Context: an optimization exercise on an open-source flow, tuned for small area and a short achievable clock period. The choices shown serve that exercise and are no tape-out recipe. Where RTL was checked, it was by simulation tests only, not by an equivalence proof against the original.

## red
==> flow/design.v (excerpt) <==
module id_stage #(
   parameter logic [31:0] NOP_WORD = 32'h0000_0000
) (
   input  logic        clk,
   input  logic        rst,
   input  logic [31:0] if_instruction,
   input  logic [31:0] if_pc,
   input  logic        freeze,
   input  logic        wb_en,
   input  logic [4:0]  wb_dest,
   input  logic [31:0] wb_value,
   output logic        branch_taken,
   output logic [31:0] branch_address,
   output logic [3:0]  ex_cmd,
   output logic [31:0] ex_val1,
   output logic [31:0] ex_val2,
   output logic [31:0] ex_st_val,
   output logic [4:0]  ex_dest,
   output logic        ex_wb_en,
   output logic        ex_mem_r_en,
   output logic        ex_mem_w_en,
   output logic [31:0] ex_pc
);
Size: ~280 I/O pins, ~56000 um^2 of cells after synthesis.
==> flow/config.mk <==
export PLATFORM = sky130hd
export DESIGN_NAME = id_stage
export DESIGN_NICKNAME = id_stage
export VERILOG_FILES = /design/flow/design.v
export SDC_FILE = /design/flow/constraint.sdc
export NUM_CORES = 4
export LEC_CHECK = 0
export CAP_MARGIN = 20
export CORE_MARGIN = 2
export CORE_UTILIZATION = 35
export PLACE_DENSITY = 0.5
export SETUP_SLACK_MARGIN = 3.0
export SLEW_MARGIN = 20
export SYNTH_HIERARCHICAL = 1
export TNS_END_PERCENT = 5
==> flow/constraint.sdc <==
create_clock -name core_clock -period 6.5 [get_ports {clk}]
set_input_delay 1.3000 -clock core_clock [delete_from_list [all_inputs] [get_ports {clk}]]
set_output_delay 1.3000 -clock core_clock [all_outputs]
set_load 0.01 [all_outputs]
standard.sh (not shown) runs the stock make flow with config.mk's settings and CLKGATE_MAP_FILE= SYNTH_SCRIPT=/design/flow/synth_recipe.tcl, a recipe that flattens the netlist after the stock synthesis.
==> flow/flow/run.sh <==
#!/bin/bash
# Layout: the standard ORFS flow (standard.sh: standard synthesis, floorplan, power
# grid, placement, CTS, routing), with three changes:
#  * ports are buffered with buf_1 instead of the delay cell buffer_ports picks by default
#    (repair_design/repair_timing still resize them where needed);
#  * the clock tree is built from clkbuf_16 in larger sink clusters, without dummy loads;
#  * the resizer may change a cell's footprint when sizing (MATCH_CELL_FOOTPRINT=0), so
#    flip-flops on critical paths can take a stronger drive.
# Each tool's full output stays under orfs/logs/; make's own output goes to standard.log.
set -euo pipefail
export BUFFER_PORTS_ARGS="-buffer_cell sky130_fd_sc_hd__buf_1"
export CTS_ARGS="-sink_clustering_enable -repair_clock_nets -buf_list sky130_fd_sc_hd__clkbuf_16 -sink_clustering_size 24 -sink_clustering_max_diameter 80 -dont_use_dummy_load"
export MAKEFLAGS="MATCH_CELL_FOOTPRINT=0"
bash standard.sh > standard.log 2>&1
[inputs] blue vs red
--- a/flow/design.v
+++ b/flow/design.v
@@ -217,20 +217,29 @@
                           OP_BNE  = 6'b101001, OP_JMP  = 6'b101010;
    localparam logic [3:0] CMD_ADD = 4'b0000, CMD_SUB = 4'b0010, CMD_AND = 4'b0100,
                           CMD_OR  = 4'b0101, CMD_NOR = 4'b0110, CMD_XOR = 4'b0111,
                           CMD_SLA = 4'b1000, CMD_SLL = 4'b1001, CMD_SRA = 4'b1010,
                           CMD_SRL = 4'b1011;
    logic [31:1][31:0] rf, rf_d;
    logic [31:1]       rf_we, rf_hold;
-   logic [31:0] wb_dec;
+   logic              pw_en;
+   logic [4:0]        pw_dest;
+   logic [31:0]       pw_val;
+   logic [31:0]       pw_dec, wb_dec;
+   always_ff @(posedge clk) begin
+      pw_en   <= wb_en && wb_dest != 5'd0;
+      pw_dest <= wb_dest;
+      pw_val  <= wb_value;
+   end
+   id_dec5 u_dec_pw (.a(pw_dest), .y(pw_dec));
    id_dec5 u_dec_wb (.a(wb_dest), .y(wb_dec));
    for (genvar i = 1; i < 32; i++) begin : g_rf
-      assign rf_we[i]   = wb_en && wb_dec[i];
+      assign rf_we[i]   = pw_en && pw_dec[i];
       assign rf_hold[i] = !rf_we[i];
-      id_ld32 u_ld (.ld(rf_we[i]), .hold(rf_hold[i]), .d(wb_value), .q(rf[i]), .y(rf_d[i]));
+      id_ld32 u_ld (.ld(rf_we[i]), .hold(rf_hold[i]), .d(pw_val), .q(rf[i]), .y(rf_d[i]));
       always_ff @(posedge clk)
          rf[i] <= rf_d[i];
    end
    logic [31:0] ir;
    logic [31:0] pc_id;
    logic [31:2] tgt_q;         
    logic        valid;
@@ -246,34 +255,36 @@
    assign rd       = ir[15:11];
    assign imm_sext = {{16{ir[15]}}, ir[15:0]};
    logic hit_a, hit_b;
    assign hit_a = wb_en && wb_dest == rs && rs_nz;
    assign hit_b = wb_en && wb_dest == rt && rt_nz;
    logic [4:0]  nrs, nrt;
    logic        nhit_a, nhit_b;
-   logic [32:0] a_sel, b_sel;
+   logic [33:0] a_sel, b_sel;
+   logic [31:0] nrs_dec, nrt_dec;
    assign nrs    = if_instruction[25:21];
    assign nrt    = if_instruction[20:16];
    assign nhit_a = wb_en && wb_dest == nrs && nrs != 5'd0;
    assign nhit_b = wb_en && wb_dest == nrt && nrt != 5'd0;
-   logic [31:0] nrs_dec, nrt_dec;
    id_dec5 u_dec_rs (.a(nrs), .y(nrs_dec));
    id_dec5 u_dec_rt (.a(nrt), .y(nrt_dec));
    always_comb begin
       a_sel[0]  = freeze ? hit_a : nhit_a;
       b_sel[0]  = freeze ? hit_b : nhit_b;
       a_sel[32] = freeze && !hit_a;
       b_sel[32] = freeze && !hit_b;
+      a_sel[33] = !freeze && !nhit_a && pw_en && pw_dest == nrs;
+      b_sel[33] = !freeze && !nhit_b && pw_en && pw_dest == nrt;
       for (int i = 1; i < 32; i++) begin
-         a_sel[i] = !freeze && nrs_dec[i] && !rf_we[i];
-         b_sel[i] = !freeze && nrt_dec[i] && !rf_we[i];
+         a_sel[i] = !freeze && nrs_dec[i] && !(wb_en && wb_dec[i]) && !rf_we[i];
+         b_sel[i] = !freeze && nrt_dec[i] && !(wb_en && wb_dec[i]) && !rf_we[i];
       end
    end
-   function automatic logic [31:0] rf_pick(input logic [32:0] sel, input logic [31:0] q);
-      rf_pick = ({32{sel[0]}} & wb_value) | ({32{sel[32]}} & q);
+   function automatic logic [31:0] rf_pick(input logic [33:0] sel, input logic [31:0] q);
+      rf_pick = ({32{sel[0]}} & wb_value) | ({32{sel[32]}} & q) | ({32{sel[33]}} & pw_val);
       for (int i = 1; i < 32; i++)
          rf_pick = rf_pick | ({32{sel[i]}} & rf[i]);
    endfunction
    logic [3:0]  d_cmd;
    logic [4:0]  d_dest;
    logic        d_wb, d_mr, d_mw, use_imm;
    always_comb begin
blue vs. red: width of the die now sits higher; final period demand of the worst path decreased 0.15 ns; net count after synthesis picked up an extra 221; mean instance size in the synthesized netlist decreased by 0.65% relative to the old numbers; setup slack after layout went up 0.15 ns.
Only the layout flow was run in blue; the RTL was not checked for function there.

what the ideal ports hide:
The flow's constraints put no driver on any port. The routed layouts listed below were extracted and timed again, unchanged, in two steps. Step 1: set_driving_cell puts a clkbuf_16 on clk and a buf_2 on each other input, an assumption about the parent block. Step 2 moves the port delays by t, midway between the first and last clock arrival at a register: inputs arrive t later, outputs are due t later. That takes back most of the time a late clock gives input paths. Three values: no drivers, after step 1, after step 2; two values: the first two.
| run | shift t [ns] | slack for setup (ns) | hold slack, ns | slew at the worst register clock pin (ns) | cell pins on the clock port's net |
|---|---|---|---|---|---|
| red | 0.789 | 2.323 / 2.241 / 1.757 | 0.462 / 0.462 / 0.462 | 0.11 / 0.11 | 1 |
| blue | 0.797 | 2.475 / 2.389 / 1.775 | 0.471 / 0.471 / 0.471 | 0.11 / 0.11 | 1 |
After both steps setup and hold are still met in every run listed. The setup slack of blue, which loses most, moves by -0.086 ns with the drivers and by -0.700 ns with both steps.
